Source: an optimization exercise on an open RTL-to-GDS flow (aim: small area, a short achievable clock period and few clock cycles). Production flows keep margins and buffers that such runs may drop.
RTL that was checked went through simulation tests only; none was proved equivalent to the original.
No activity file was given, so power comes from the tool's default toggle rates.

==> module cache_top, before the edit <==
module cache_top (
	input  wire         clk,
	input  wire         rst_n,
	input  wire         i_proc_read,
	input  wire         i_proc_write,
	input  wire [30-1:0] i_proc_addr,
	input  wire [32-1:0]  i_proc_wdata,
	output logic [32-1:0]       o_proc_rdata,
	output logic        o_proc_stall,
	output logic        o_mem_read,
	output logic        o_mem_write,
	output logic [28-1:0]      o_mem_addr,
	output logic [128-1:0]       o_mem_wdata,
	input  wire [128-1:0]  i_mem_rdata,
	input  wire         i_mem_ready
);
	logic        valid;
	logic        dirty;    
	logic [28-1:0] tag;    
	logic [128-1:0]  line;
	logic        done;     
	logic        pend;     
	logic        rd;       
	logic        wb;       
	logic [32-1:0] rdata;
	logic [28-1:0] laddr;
	logic [2-1:0] off;
	logic        req;
	logic        fresh;
	logic        hit;
	logic        rd_ready;
	logic        dirty_eff;
	logic        dirty_nxt;
	logic        port_free;
	logic        load_tag;
	logic        start_rd;
	logic        start_wb;
	logic [4-1:0] wen;
	logic [32-1:0] mem_word;
	logic [32-1:0] line_word;
	assign laddr = i_proc_addr[30-1:2];
	assign off   = i_proc_addr[2-1:0];
	assign req   = i_proc_read | i_proc_write;
	assign fresh = ~done & ~pend;
	assign hit   = valid & (tag == laddr);
	assign rd_ready = rd & i_mem_ready;
	assign dirty_eff = dirty & ~(wb & i_mem_ready);
	assign dirty_nxt = dirty_eff | (i_proc_write & (done | rd_ready | (fresh & hit)));
	assign port_free = ~((wb | rd) & ~i_mem_ready);
	assign load_tag  = ((fresh & req) | (pend & ~rd)) & port_free & ~dirty_eff;
	assign start_rd  = load_tag & ~(fresh & hit);
	assign start_wb  = port_free & dirty_nxt;
	always_comb begin
		mem_word  = '0;
		line_word = '0;
		for (int k = 0; k < 4; k++) begin
			wen[k] = done & i_proc_write & (off == k);
			if (off == k) begin
				mem_word  = i_mem_rdata[k*32 +: 32];
				line_word = line[k*32 +: 32];
			end
		end
	end
	assign o_proc_stall = ~done;
	assign o_proc_rdata = rdata;
	assign o_mem_read   = rd;
	assign o_mem_write  = wb;
	assign o_mem_addr   = tag;
	assign o_mem_wdata  = line;
	always_ff @(posedge clk or negedge rst_n) begin
		if (!rst_n) begin
			valid <= 1'b0;
			dirty <= 1'b0;
			done  <= 1'b0;
			pend  <= 1'b0;
			rd    <= 1'b0;
			wb    <= 1'b0;
		end else begin
			dirty <= dirty_nxt;
			done  <= (fresh & req & hit) | rd_ready;
			pend  <= ((fresh & req & ~hit) | pend) & ~rd_ready;
			rd    <= (rd & ~i_mem_ready) | start_rd;
			wb    <= (wb & ~i_mem_ready) | start_wb;
			if (rd_ready)
				valid <= 1'b1;
		end
	end
	always_ff @(posedge clk) begin
		if (load_tag)
			tag <= laddr;
		for (int k = 0; k < 4; k++)
			if (rd_ready | wen[k])
				line[k*32 +: 32] <= rd_ready ? i_mem_rdata[k*32 +: 32]
				                                                    : i_proc_wdata;
		rdata <= '1;
		if (i_proc_read & ~done)
			rdata <= rd_ready ? mem_word : line_word;
	end
endmodule
==> flow/config.mk <==
export PLATFORM = sky130hd
export DESIGN_NAME = cache_top
export DESIGN_NICKNAME = cache_top
export VERILOG_FILES = /design/flow/design.v
export SDC_FILE = /design/flow/constraint.sdc
export NUM_CORES = 4
export LEC_CHECK = 0
export ABC_CLOCK_PERIOD_IN_PS = 2500
export CAP_MARGIN = 20
export CORE_MARGIN = 2
export CORE_UTILIZATION = 40
export SLEW_MARGIN = 20
==> flow/constraint.sdc <==
create_clock -name core_clock -period 8.0 [get_ports {clk}]
set_input_delay 1.6000 -clock core_clock [delete_from_list [all_inputs] [get_ports {clk}]]
set_output_delay 1.6000 -clock core_clock [all_outputs]
set_load 0.01 [all_outputs]
standard.sh (not shown) runs the stock make flow with config.mk's settings and CLKGATE_MAP_FILE= SYNTH_SCRIPT=/design/flow/synth_recipe.tcl, a recipe that flattens the netlist after the stock synthesis.
==> flow/flow/run.sh <==
#!/bin/bash
# The standard layout, with the port buffers made of the smallest buffer cell and
# timing repair aiming for extra setup slack
set -euo pipefail
export BUFFER_PORTS_ARGS="-buffer_cell sky130_fd_sc_hd__buf_1"
export SETUP_SLACK_MARGIN=5.0
bash standard.sh > standard_flow.log 2>&1
Change:
--- a/flow/design.v
+++ b/flow/design.v
@@ -55,8 +55,10 @@
 	logic        load_tag;
 	logic        start_rd;
 	logic        start_wb;
 	logic [4-1:0] wen;
+	logic [128-1:0]  line_nxt;
+	logic [28-1:0] tag_nxt;
 	logic [32-1:0] mem_word;
 	logic [32-1:0] line_word;
 	assign laddr = i_proc_addr[30-1:2];
 	assign off   = i_proc_addr[2-1:0];
@@ -104,15 +106,19 @@
 			if (rd_ready)
 				valid <= 1'b1;
 		end
 	end
+	always_comb begin
+		for (int k = 0; k < 4; k++)
+			line_nxt[k*32 +: 32] =
+				({32{rd_ready}} & i_mem_rdata[k*32 +: 32]) |
+				({32{wen[k]}} & i_proc_wdata) |
+				({32{~rd_ready & ~wen[k]}} & line[k*32 +: 32]);
+		tag_nxt = tag ^ ({28{load_tag}} & (laddr ^ tag));
+	end
 	always_ff @(posedge clk) begin
-		if (load_tag)
-			tag <= laddr;
-		for (int k = 0; k < 4; k++)
-			if (rd_ready | wen[k])
-				line[k*32 +: 32] <= rd_ready ? i_mem_rdata[k*32 +: 32]
-				                                                    : i_proc_wdata;
+		tag  <= tag_nxt;
+		line <= line_nxt;
 		rdata <= '1;
 		if (i_proc_read & ~done)
 			rdata <= rd_ready ? mem_word : line_word;
 	end
Outcome: The new run ran to the end with no violations. Clock-buffer cell count is unchanged. Routed wire length climbs by about 18%. Worst setup slack gets worse by 0.055 ns. Clock power decreases by about 0.6%. Area after synthesis goes down by 1.7%. Final cell count is higher by about 8%. Sequential share of layout area goes down by 10 points. Core utilization is lower by 0.61 points. Die area fell by 1.7%. Synthesized cell count went up by about 15%. Hold slack loses 0.054 ns. Sequential power goes up by about 10%. Flip-flop and latch count stays the same. Fmax drops by about 1.8%.
Testbench counts after the change, summed over its fixed seeds: cycles 107,445.
The RTL of the first run of this note was laid out without a check of its function.

========
The RTL this note starts from:
==> flow/design.v <==
`timescale 1ns/1ns
`default_nettype none
package cache_pkg;
	typedef logic [32-1:0]  word_t;
	typedef logic [30-1:0] paddr_t;    
	typedef logic [28-1:0] laddr_t;    
	typedef logic [128-1:0]  line_t;     
	typedef logic [26-1:0]    tag_t;
	typedef logic [2-1:0]  index_t;
	typedef logic [2-1:0] offset_t;
	typedef logic way_t;
	typedef enum logic [1:0] {
		ST_READY     = 2'd0,    
		ST_WRITEBACK = 2'd1,    
		ST_REFILL    = 2'd2     
	} cache_state_e;
endpackage
`default_nettype wire
`timescale 1ns/1ns
`default_nettype none
module cache_top (
	input  wire         clk,
	input  wire         rst_n,
	input  wire         i_proc_read,
	input  wire         i_proc_write,
	input  wire [30-1:0] i_proc_addr,
	input  wire [32-1:0]  i_proc_wdata,
	output logic [32-1:0]       o_proc_rdata,
	output logic        o_proc_stall,
	output logic        o_mem_read,
	output logic        o_mem_write,
	output logic [28-1:0]      o_mem_addr,
	output logic [128-1:0]       o_mem_wdata,
	input  wire [128-1:0]  i_mem_rdata,
	input  wire         i_mem_ready
);
	logic        valid;
	logic        dirty;    
	logic [28-1:0] tag;    
	logic [128-1:0]  line;
	logic        done;     
	logic        pend;     
	logic        rd;       
	logic        wb;       
	logic [32-1:0] rdata;
	logic [28-1:0] laddr;
	logic [2-1:0] off;
	logic        req;
	logic        fresh;
	logic        hit;
	logic        rd_ready;
	logic        dirty_eff;
	logic        dirty_nxt;
	logic        port_free;
	logic        load_tag;
	logic        start_rd;
	logic        start_wb;
	logic [4-1:0] wen;
	logic [4-1:0] wsel;    
	logic [128-1:0]  line_nxt;
	logic [28-1:0] tag_nxt;
	logic [32-1:0] mem_word;
	logic [32-1:0] line_word;
	assign laddr = i_proc_addr[30-1:2];
	assign off   = i_proc_addr[2-1:0];
	assign req   = i_proc_read | i_proc_write;
	assign fresh = ~done & ~pend;
	assign hit   = valid & (tag == laddr);
	assign rd_ready = rd & i_mem_ready;
	assign dirty_eff = dirty & ~(wb & i_mem_ready);
	assign dirty_nxt = dirty_eff | (i_proc_write & (done | rd_ready | (fresh & hit)));
	assign port_free = ~((wb | rd) & ~i_mem_ready);
	assign load_tag  = ((fresh & req) | (pend & ~rd)) & port_free & ~dirty_eff;
	assign start_rd  = load_tag & ~(fresh & hit);
	assign start_wb  = port_free & dirty_nxt;
	always_comb begin
		mem_word  = '0;
		line_word = '0;
		for (int k = 0; k < 4; k++) begin
			wen[k] = done & wsel[k];
			if (off == k) begin
				mem_word  = i_mem_rdata[k*32 +: 32];
				line_word = line[k*32 +: 32];
			end
		end
	end
	assign o_proc_stall = ~done;
	assign o_proc_rdata = rdata;
	assign o_mem_read   = rd;
	assign o_mem_write  = wb;
	assign o_mem_addr   = tag;
	assign o_mem_wdata  = line;
	always_ff @(posedge clk or negedge rst_n) begin
		if (!rst_n) begin
			valid <= 1'b0;
			dirty <= 1'b0;
			done  <= 1'b0;
			pend  <= 1'b0;
			rd    <= 1'b0;
			wb    <= 1'b0;
		end else begin
			dirty <= dirty_nxt;
			done  <= (fresh & req & hit) | rd_ready;
			pend  <= ((fresh & req & ~hit) | pend) & ~rd_ready;
			rd    <= (rd & ~i_mem_ready) | start_rd;
			wb    <= (wb & ~i_mem_ready) | start_wb;
			if (rd_ready)
				valid <= 1'b1;
		end
	end
	always_comb begin
		for (int k = 0; k < 4; k++)
			line_nxt[k*32 +: 32] =
				({32{rd_ready}} & i_mem_rdata[k*32 +: 32]) |
				({32{wen[k]}} & i_proc_wdata) |
				({32{~rd_ready & ~wen[k]}} & line[k*32 +: 32]);
		tag_nxt = tag ^ ({28{load_tag}} & (laddr ^ tag));
	end
	always_ff @(posedge clk) begin
		tag  <= tag_nxt;
		for (int k = 0; k < 4; k++)
			wsel[k] <= i_proc_write & (off == k);
		line <= line_nxt;
		rdata <= '1;
		if (i_proc_read & ~done)
			rdata <= rd_ready ? mem_word : line_word;
	end
endmodule
`default_nettype wire
Settings: LEC_CHECK=0, ABC_CLOCK_PERIOD_IN_PS=2500, CAP_MARGIN=20, CORE_MARGIN=2, CORE_UTILIZATION=40, SLEW_MARGIN=20; clock period 8.0 ns.
==> flow/flow/run.sh <==
#!/bin/bash
# The standard layout, with the port buffers made of the smallest buffer cell and
# timing repair aiming for extra setup slack
set -euo pipefail
export BUFFER_PORTS_ARGS="-buffer_cell sky130_fd_sc_hd__buf_1"
export SETUP_SLACK_MARGIN=5.3
bash standard.sh > standard_flow.log 2>&1
The baseline passed the timing, DRC and antenna checks.
==> next run, changes <==
--- a/flow/design.v
+++ b/flow/design.v
@@ -36,12 +36,13 @@
 );
 	logic        valid;
 	logic        dirty;    
 	logic [28-1:0] tag;    
 	logic [128-1:0]  line;
 	logic        done;     
+	logic        stall;    
 	logic        pend;     
 	logic        rd;       
 	logic        wb;       
 	logic [32-1:0] rdata;
 	logic [28-1:0] laddr;
 	logic [2-1:0] off;
@@ -81,29 +82,31 @@
 			if (off == k) begin
 				mem_word  = i_mem_rdata[k*32 +: 32];
 				line_word = line[k*32 +: 32];
 			end
 		end
 	end
-	assign o_proc_stall = ~done;
+	assign o_proc_stall = stall;
 	assign o_proc_rdata = rdata;
 	assign o_mem_read   = rd;
 	assign o_mem_write  = wb;
 	assign o_mem_addr   = tag;
 	assign o_mem_wdata  = line;
 	always_ff @(posedge clk or negedge rst_n) begin
 		if (!rst_n) begin
 			valid <= 1'b0;
 			dirty <= 1'b0;
 			done  <= 1'b0;
+			stall <= 1'b1;
 			pend  <= 1'b0;
 			rd    <= 1'b0;
 			wb    <= 1'b0;
 		end else begin
 			dirty <= dirty_nxt;
 			done  <= (fresh & req & hit) | rd_ready;
+			stall <= ~((fresh & req & hit) | rd_ready);
 			pend  <= ((fresh & req & ~hit) | pend) & ~rd_ready;
 			rd    <= (rd & ~i_mem_ready) | start_rd;
 			wb    <= (wb & ~i_mem_ready) | start_wb;
 			if (rd_ready)
 				valid <= 1'b1;
 		end
Outcome:
- final area increases by 1.8%
- via count goes up by 1.2%
- routed wire length increases by 0.68%
- register-to-register slack is worse by 170 ps
- clock-buffer cell count does not change
- final cell count goes up by 0.48%
- non-clock buffer count climbs by 8
Function was not checked in any run of this note: the RTL went through the layout flow alone.

========
## run A
Starts from the design.v that is shown in full above.
clock: 8.0 ns
lec_check: 0
abc_clock_period_in_ps: 2500
cap_margin: 20
core_margin: 2
core_utilization: 40
slew_margin: 20
==> flow/flow/run.sh <==
#!/bin/bash
# The standard layout, with:
#  - the port buffers made of the smallest buffer cell,
#  - timing repair aiming for extra setup slack,
#  - the slow many-input OR/NOR cells (or4*, nor4*, nor3*) added to the platform's
#    don't-use list (flow/dont_use.txt holds the platform's list and these), so that
#    the tag compare maps to faster gates.
set -euo pipefail
here=$(cd "$(dirname "$0")" && pwd)
export BUFFER_PORTS_ARGS="-buffer_cell sky130_fd_sc_hd__buf_1"
export SETUP_SLACK_MARGIN=5.3
bash standard.sh "DONT_USE_CELLS=$(cat "$here/dont_use.txt")" finish > standard_flow.log 2>&1
Other scripts of this flow, unchanged in this note and not shown: flow/flow/dont_use.txt
Run A: no failed stages, no open violations at the end
Inputs modified between run A and run B:
--- a/flow/design.v
+++ b/flow/design.v
@@ -40,12 +40,18 @@
 	logic [128-1:0]  line;
 	logic        done;     
 	logic        pend;     
 	logic        rd;       
 	logic        wb;       
 	logic [32-1:0] rdata;
+	logic        stall_q;
+	logic        rd_q;
+	logic        wb_q;
+	logic        done_nxt;
+	logic        rd_nxt;
+	logic        wb_nxt;
 	logic [28-1:0] laddr;
 	logic [2-1:0] off;
 	logic        req;
 	logic        fresh;
 	logic        hit;
 	logic        rd_ready;
@@ -55,75 +61,77 @@
 	logic        load_tag;
 	logic        start_rd;
 	logic        start_wb;
 	logic [4-1:0] wen;
 	logic [4-1:0] wsel;    
 	logic [128-1:0]  line_nxt;
-	logic [28-1:0] tag_nxt;
-	logic [32-1:0] mem_word;
-	logic [32-1:0] line_word;
+	logic [32-1:0] nxt_word;
 	assign laddr = i_proc_addr[30-1:2];
 	assign off   = i_proc_addr[2-1:0];
 	assign req   = i_proc_read | i_proc_write;
 	assign fresh = ~done & ~pend;
 	assign hit   = valid & (tag == laddr);
 	assign rd_ready = rd & i_mem_ready;
 	assign dirty_eff = dirty & ~(wb & i_mem_ready);
 	assign dirty_nxt = dirty_eff | (i_proc_write & (done | rd_ready | (fresh & hit)));
 	assign port_free = ~((wb | rd) & ~i_mem_ready);
 	assign load_tag  = ((fresh & req) | (pend & ~rd)) & port_free & ~dirty_eff;
 	assign start_rd  = load_tag & ~(fresh & hit);
 	assign start_wb  = port_free & dirty_nxt;
+	assign done_nxt  = (fresh & req & hit) | rd_ready;
+	assign rd_nxt    = (rd & ~i_mem_ready) | start_rd;
+	assign wb_nxt    = (wb & ~i_mem_ready) | start_wb;
 	always_comb begin
-		mem_word  = '0;
-		line_word = '0;
+		nxt_word  = '0;
 		for (int k = 0; k < 4; k++) begin
 			wen[k] = done & wsel[k];
 			if (off == k) begin
-				mem_word  = i_mem_rdata[k*32 +: 32];
-				line_word = line[k*32 +: 32];
+				nxt_word  = line_nxt[k*32 +: 32];
 			end
 		end
 	end
-	assign o_proc_stall = ~done;
+	assign o_proc_stall = stall_q;
 	assign o_proc_rdata = rdata;
-	assign o_mem_read   = rd;
-	assign o_mem_write  = wb;
+	assign o_mem_read   = rd_q;
+	assign o_mem_write  = wb_q;
 	assign o_mem_addr   = tag;
 	assign o_mem_wdata  = line;
 	always_ff @(posedge clk or negedge rst_n) begin
 		if (!rst_n) begin
 			valid <= 1'b0;
 			dirty <= 1'b0;
 			done  <= 1'b0;
 			pend  <= 1'b0;
 			rd    <= 1'b0;
 			wb    <= 1'b0;
 		end else begin
 			dirty <= dirty_nxt;
-			done  <= (fresh & req & hit) | rd_ready;
+			done  <= done_nxt;
 			pend  <= ((fresh & req & ~hit) | pend) & ~rd_ready;
-			rd    <= (rd & ~i_mem_ready) | start_rd;
-			wb    <= (wb & ~i_mem_ready) | start_wb;
+			rd    <= rd_nxt;
+			wb    <= wb_nxt;
 			if (rd_ready)
 				valid <= 1'b1;
 		end
 	end
 	always_comb begin
 		for (int k = 0; k < 4; k++)
 			line_nxt[k*32 +: 32] =
-				({32{rd_ready}} & i_mem_rdata[k*32 +: 32]) |
+				({32{rd}} & i_mem_rdata[k*32 +: 32]) |
 				({32{wen[k]}} & i_proc_wdata) |
-				({32{~rd_ready & ~wen[k]}} & line[k*32 +: 32]);
-		tag_nxt = tag ^ ({28{load_tag}} & (laddr ^ tag));
+				({32{~rd & ~wen[k]}} & line[k*32 +: 32]);
 	end
 	always_ff @(posedge clk) begin
-		tag  <= tag_nxt;
+		if (load_tag)
+			tag <= laddr;
+		stall_q <= ~done_nxt;
+		rd_q    <= rd_nxt;
+		wb_q    <= wb_nxt;
 		for (int k = 0; k < 4; k++)
 			wsel[k] <= i_proc_write & (off == k);
 		line <= line_nxt;
 		rdata <= '1;
 		if (i_proc_read & ~done)
-			rdata <= rd_ready ? mem_word : line_word;
+			rdata <= nxt_word;    
 	end
 endmodule
 `default_nettype wire
Findings:
In run B relative to run A, power had gone up by a little under 10%. Summary — total length of routed wires, run B relative to run A: lower, by 18%. Taking run A as the reference, in run B share of the clock period used by the worst path after layout -1.0 points, proportion of power drawn by flip-flops and latches -4.0 points, detailed-routed wire length on met3 -180 µm, clock network fraction of total power +2.4 points, basic-gate share of the synthesized area counting and, or, nand and nor cells -14 points. Delta (run B minus run A): arrival time of data at the critical path endpoint has decreased, finished layout cell area has decreased. Looking at capturing element of the worst setup path, the o_mem_addr[15] result is from run B; the line[25] one comes from run A. Across both runs, routed length on met2 was lower for run B than for run A.
Function was not checked in any run of this note: the RTL went through the layout flow alone.

[re-timing with driven ports]
The results above use ideal ports. As a check the final layouts listed here were re-extracted and re-timed, cells and wires unchanged.
Step 1 sets driving cells, clkbuf_16 on the clock port and buf_2 on the other inputs (assumed; they add their load-dependent delay and slew).
Step 2, shift: input delay + t, output delay - t, t = (earliest + latest rising clock arrival at the registers) / 2. This alone moves slack from input paths to output paths.
Slacks: no drivers / after step 1 / after step 2; pairs: no drivers / after step 1.
run | t (ns) | setup slack, ns | hold WS [ns] | clock arrival spread, ns | pins driven straight from the clock port
the first run of note 1 | 0.472 | 5.070 / 5.060 / 4.602 | 0.513 / 0.513 / 0.513 | 0.016 / 0.015 | 1
the second run of note 1 | 0.478 | 5.015 / 5.029 / 4.551 | 0.459 / 0.459 / 0.459 | 0.015 / 0.015 | 1
the first run of note 2 | 0.483 | 5.212 / 5.226 / 4.743 | 0.459 / 0.459 / 0.459 | 0.013 / 0.012 | 1
the second run of note 2 | 0.488 | 5.224 / 5.231 / 4.743 | 0.460 / 0.460 / 0.460 | 0.018 / 0.018 | 1
run A | 0.478 | 5.244 / 5.258 / 4.780 | 0.458 / 0.458 / 0.458 | 0.014 / 0.014 | 1
run B | 0.543 | 5.327 / 5.279 / 4.885 | 0.462 / 0.462 / 0.462 | 0.018 / 0.018 | 1
After both steps setup and hold are still met in every run listed. For the second run of note 2, which loses most, drivers alone change the setup slack by +0.007 ns; drivers and shift together by -0.481 ns.
